This is an optimization exercise on Yosys and OpenROAD, whose aim is small area and a short achievable clock period, not a production implementation. At most, simulation tests tie the RTL to the original design; equivalence was not proved. Power figures rest on the tool's default switching activity, not on a simulated workload.

==> v30 <==
// book_top
module book_top #(
  parameter int ENTRIES_N = book_cfg_pkg::DEF_ENTRIES_N,
  parameter bit IS_BID = book_cfg_pkg::DEF_IS_BID
) (
  input  logic                     i_clk,
  input  logic                     i_rst_n,
  input  logic                     i_cmd_vld,
  input  book_types_pkg::cmd_t                     i_cmd,
  input  book_types_pkg::key_t                     i_key,
  input  book_types_pkg::volume_t                  i_volume,
  output logic [ENTRIES_N-1:0]     o_vld,
  output book_types_pkg::key_t [ENTRIES_N-1:0]     o_keys,
  output book_types_pkg::volume_t [ENTRIES_N-1:0]  o_volumes,
  output book_types_pkg::listsize_t                o_listsize,
  output logic                     o_notify_vld,
  output book_types_pkg::key_t                     o_notify_key,
  output book_types_pkg::volume_t                  o_notify_volume
);
  localparam int N = 16;
  logic op_clr, op_add, op_del, op_rep;
  assign op_clr = i_cmd_vld && (i_cmd == book_types_pkg::CMD_CLEAR);
  assign op_add = i_cmd_vld && (i_cmd == book_types_pkg::CMD_ADD);
  assign op_del = i_cmd_vld && (i_cmd == book_types_pkg::CMD_DELETE);
  assign op_rep = i_cmd_vld && (i_cmd == book_types_pkg::CMD_REPLACE);
  logic add_n, del_n, rep_n;
  assign add_n = ~op_add;
  assign del_n = ~op_del;
  assign rep_n = ~op_rep;
  logic [N-1:0] vld_n;
  assign vld_n = ~o_vld;
  book_types_pkg::key_t key_n;
  assign key_n = ~i_key;
  logic [N-1:0] dv_n, rv_n;
  assign dv_n = ~({N{op_del}} & o_vld);
  assign rv_n = ~({N{op_rep}} & o_vld);
  logic [N-1:0] rv;
  assign rv = {N{op_rep}} & o_vld;
  logic [N-1:0] gt_n, eq, keep, keep_n, dm, r_rep;
  logic [1:0] eq8_n [N];
  for (genvar i = 0; i < N; i++) begin : g_cmp
    book_match u_cmp (.i_key_stored(o_keys[i]), .i_key_n(key_n),
                      .o_gt_n(gt_n[i]), .o_eq8_n(eq8_n[i]));
    book_g_a221oi u_keep   (.a1(gt_n[i]), .a2(eq8_n[i][0]), .b1(gt_n[i]), .b2(eq8_n[i][1]),
                            .c(vld_n[i]), .y(keep[i]));
    book_g_a221o  u_keep_n (.a1(gt_n[i]), .a2(eq8_n[i][0]), .b1(gt_n[i]), .b2(eq8_n[i][1]),
                            .c(vld_n[i]), .y(keep_n[i]));
    book_g_nor2   u_eq  (.a(eq8_n[i][0]), .b(eq8_n[i][1]), .y(eq[i]));
  ...
export LEC_CHECK = 0
export CAP_MARGIN = 20
export CORE_MARGIN = 2
export CORE_UTILIZATION = 40
export SETUP_SLACK_MARGIN = 2.5
export SLEW_MARGIN = 20
export SYNTH_HIERARCHICAL = 1
export TNS_END_PERCENT = 10
create_clock -name core_clock -period 5.5 [get_ports {i_clk}]
standard.sh (not shown) runs the stock make flow with config.mk's settings and CLKGATE_MAP_FILE= SYNTH_SCRIPT=/design/flow/synth_recipe.tcl, a recipe that flattens the netlist after the stock synthesis.
==> flow/flow/run.sh <==
#!/bin/bash
# Standard layout, with the smallest buffer on every input and output port
set -e
export BUFFER_PORTS_ARGS="-buffer_cell sky130_fd_sc_hd__buf_1"
bash standard.sh > standard.log 2>&1
==> v6: changes against v30 <==
--- a/flow/design.v
+++ b/flow/design.v
@@ -326,22 +326,19 @@
     if (!i_rst_n) o_vld <= '0;
     else o_vld <= vld_nxt;
   end
   always_ff @(posedge i_clk) begin
     o_keys <= keys_nxt;
     o_volumes <= vols_nxt;
   end
-  book_types_pkg::listsize_t size_inc, size_dec;
-  assign size_inc = o_listsize + 1'b1;
-  assign size_dec = o_listsize - 1'b1;
-  always_ff @(posedge i_clk or negedge i_rst_n) begin
-    if (!i_rst_n) o_listsize <= '0;
-    else if (op_clr) o_listsize <= '0;
-    else if (op_add && !o_vld[N-1]) o_listsize <= size_inc;
-    else if (sel_dn_k[N-1]) o_listsize <= size_dec;
+  always_comb begin
+    o_listsize = '0;
+    for (int i = 0; i < N; i++) begin
+      if (o_vld[i] && ((i == N-1) ? 1'b1 : !o_vld[(i == N-1) ? i : i+1])) o_listsize = book_types_pkg::listsize_t'(i + 1);
+    end
   end
   logic head_change;
   assign head_change = (op_clr && o_vld[0]) || mv[0] || ((op_del || op_rep) && o_vld[0] && eq[0]);
   always_ff @(posedge i_clk or negedge i_rst_n) begin
     if (!i_rst_n) o_notify_vld <= 1'b0;
     else o_notify_vld <= head_change;
   end
Settings changed: SETUP_SLACK_MARGIN 2.5 to 2.0.
==> v14: changes against v30 <==
--- a/flow/design.v
+++ b/flow/design.v
@@ -326,22 +326,19 @@
     if (!i_rst_n) o_vld <= '0;
     else o_vld <= vld_nxt;
   end
   always_ff @(posedge i_clk) begin
     o_keys <= keys_nxt;
     o_volumes <= vols_nxt;
   end
-  book_types_pkg::listsize_t size_inc, size_dec;
-  assign size_inc = o_listsize + 1'b1;
-  assign size_dec = o_listsize - 1'b1;
-  always_ff @(posedge i_clk or negedge i_rst_n) begin
-    if (!i_rst_n) o_listsize <= '0;
-    else if (op_clr) o_listsize <= '0;
-    else if (op_add && !o_vld[N-1]) o_listsize <= size_inc;
-    else if (sel_dn_k[N-1]) o_listsize <= size_dec;
+  always_comb begin
+    o_listsize = '0;
+    for (int i = 0; i < N; i++) begin
+      if (o_vld[i] && ((i == N-1) ? 1'b1 : !o_vld[(i == N-1) ? i : i+1])) o_listsize = book_types_pkg::listsize_t'(i + 1);
+    end
   end
   logic head_change;
   assign head_change = (op_clr && o_vld[0]) || mv[0] || ((op_del || op_rep) && o_vld[0] && eq[0]);
   always_ff @(posedge i_clk or negedge i_rst_n) begin
     if (!i_rst_n) o_notify_vld <= 1'b0;
     else o_notify_vld <= head_change;
   end
Settings changed: CTS_BUF_LIST from default to sky130_fd_sc_hd__clkbuf_8, CTS_CLUSTER_DIAMETER from default to 60, CTS_CLUSTER_SIZE from default to 20, SETUP_SLACK_MARGIN 2.5 to 2.0.
==> qor summary <==
                                                                         v14              v6         v30
CTS Buf Count                                                             54              67          68
Met3 GRT Util                                                         7.890%          7.619%      7.435%
Data buffer area share                                                11.05%          11.65%      14.54%
Non-filler cells, final                                                 5447            5496        5586
Kind of capture point of the worst setup path                 primary output  primary output        flop
Post-Syn Area per Cell                                             8.108 um2       8.108 um2   8.131 um2
Element type at the critical path start                                 flop            flop  input port
Int Pwr                                                             7.258 mW        8.745 mW    8.917 mW
Critical path buffers and inverters                                        1               1           8
Delay of the slowest cell on the worst path                          0.50 ns         0.48 ns     0.37 ns
Maximum number of pins on one net before global-route repair              35              35          63
Worst max-slew margin expressed relative to the limit                 25.15%          24.38%      25.21%
Routability congestion estimate                                       0.9278          0.9278      0.9245
Net Sw Frac                                                           42.28%          37.88%      36.81%
Worst path required time                                             4.40 ns         4.40 ns     5.98 ns
Clock buffer instance count of the final layout                           59             102         100
Share of cell area taken by flip-flops and latches                    31.10%          29.76%      28.32%
Status                                              timing/DRC/antenna clean  timing/DRC/antenna clean  timing/DRC/antenna clean
Met1 demand-to-capacity share in global routing                       39.82%          39.92%      42.26%
Via Count                                                              32895           33128       34256
Pwr Total                                                           12.58 mW        14.08 mW    14.11 mW
The RTL of v30 was laid out without a check of its function.

-- afterwards: timing with drivers on the ports --
How much do the figures lean on ideal ports? The routed layouts below were timed once more, with nothing changed but the port constraints. Step 1 (the two cells are an assumption about what drives the block):
set clk [get_ports {i_clk}]
set_driving_cell -lib_cell sky130_fd_sc_hd__clkbuf_16 $clk
set_driving_cell -lib_cell sky130_fd_sc_hd__buf_2 [delete_from_list [all_inputs] $clk]
Step 2 moves the port delays by t, midway between the first and last clock arrival at a register: inputs arrive t later, outputs are due t later. That takes back most of the time a late clock gives input paths. Slacks: no drivers / after step 1 / after step 2; pairs: no drivers / after step 1.
run | shift t [ns] | setup slack, ns | slew at the worst register clock pin (ns) | worst data-port slew with drivers (ns) | cell pins on the clock port's net
v30 | 0.675 | 2.234 / 2.274 / 1.599 | 0.07 / 0.07 | 0.05 | 1
v6 | 0.674 | 2.010 / 1.941 / 1.464 | 0.06 / 0.06 | 0.04 | 1
v14 | 0.777 | 1.946 / 1.878 / 1.315 | 0.13 / 0.13 | 0.04 | 1
After both steps setup and hold are still met in every run listed. The setup slack of v30, which loses most, moves by +0.040 ns with the drivers and by -0.635 ns with both steps.
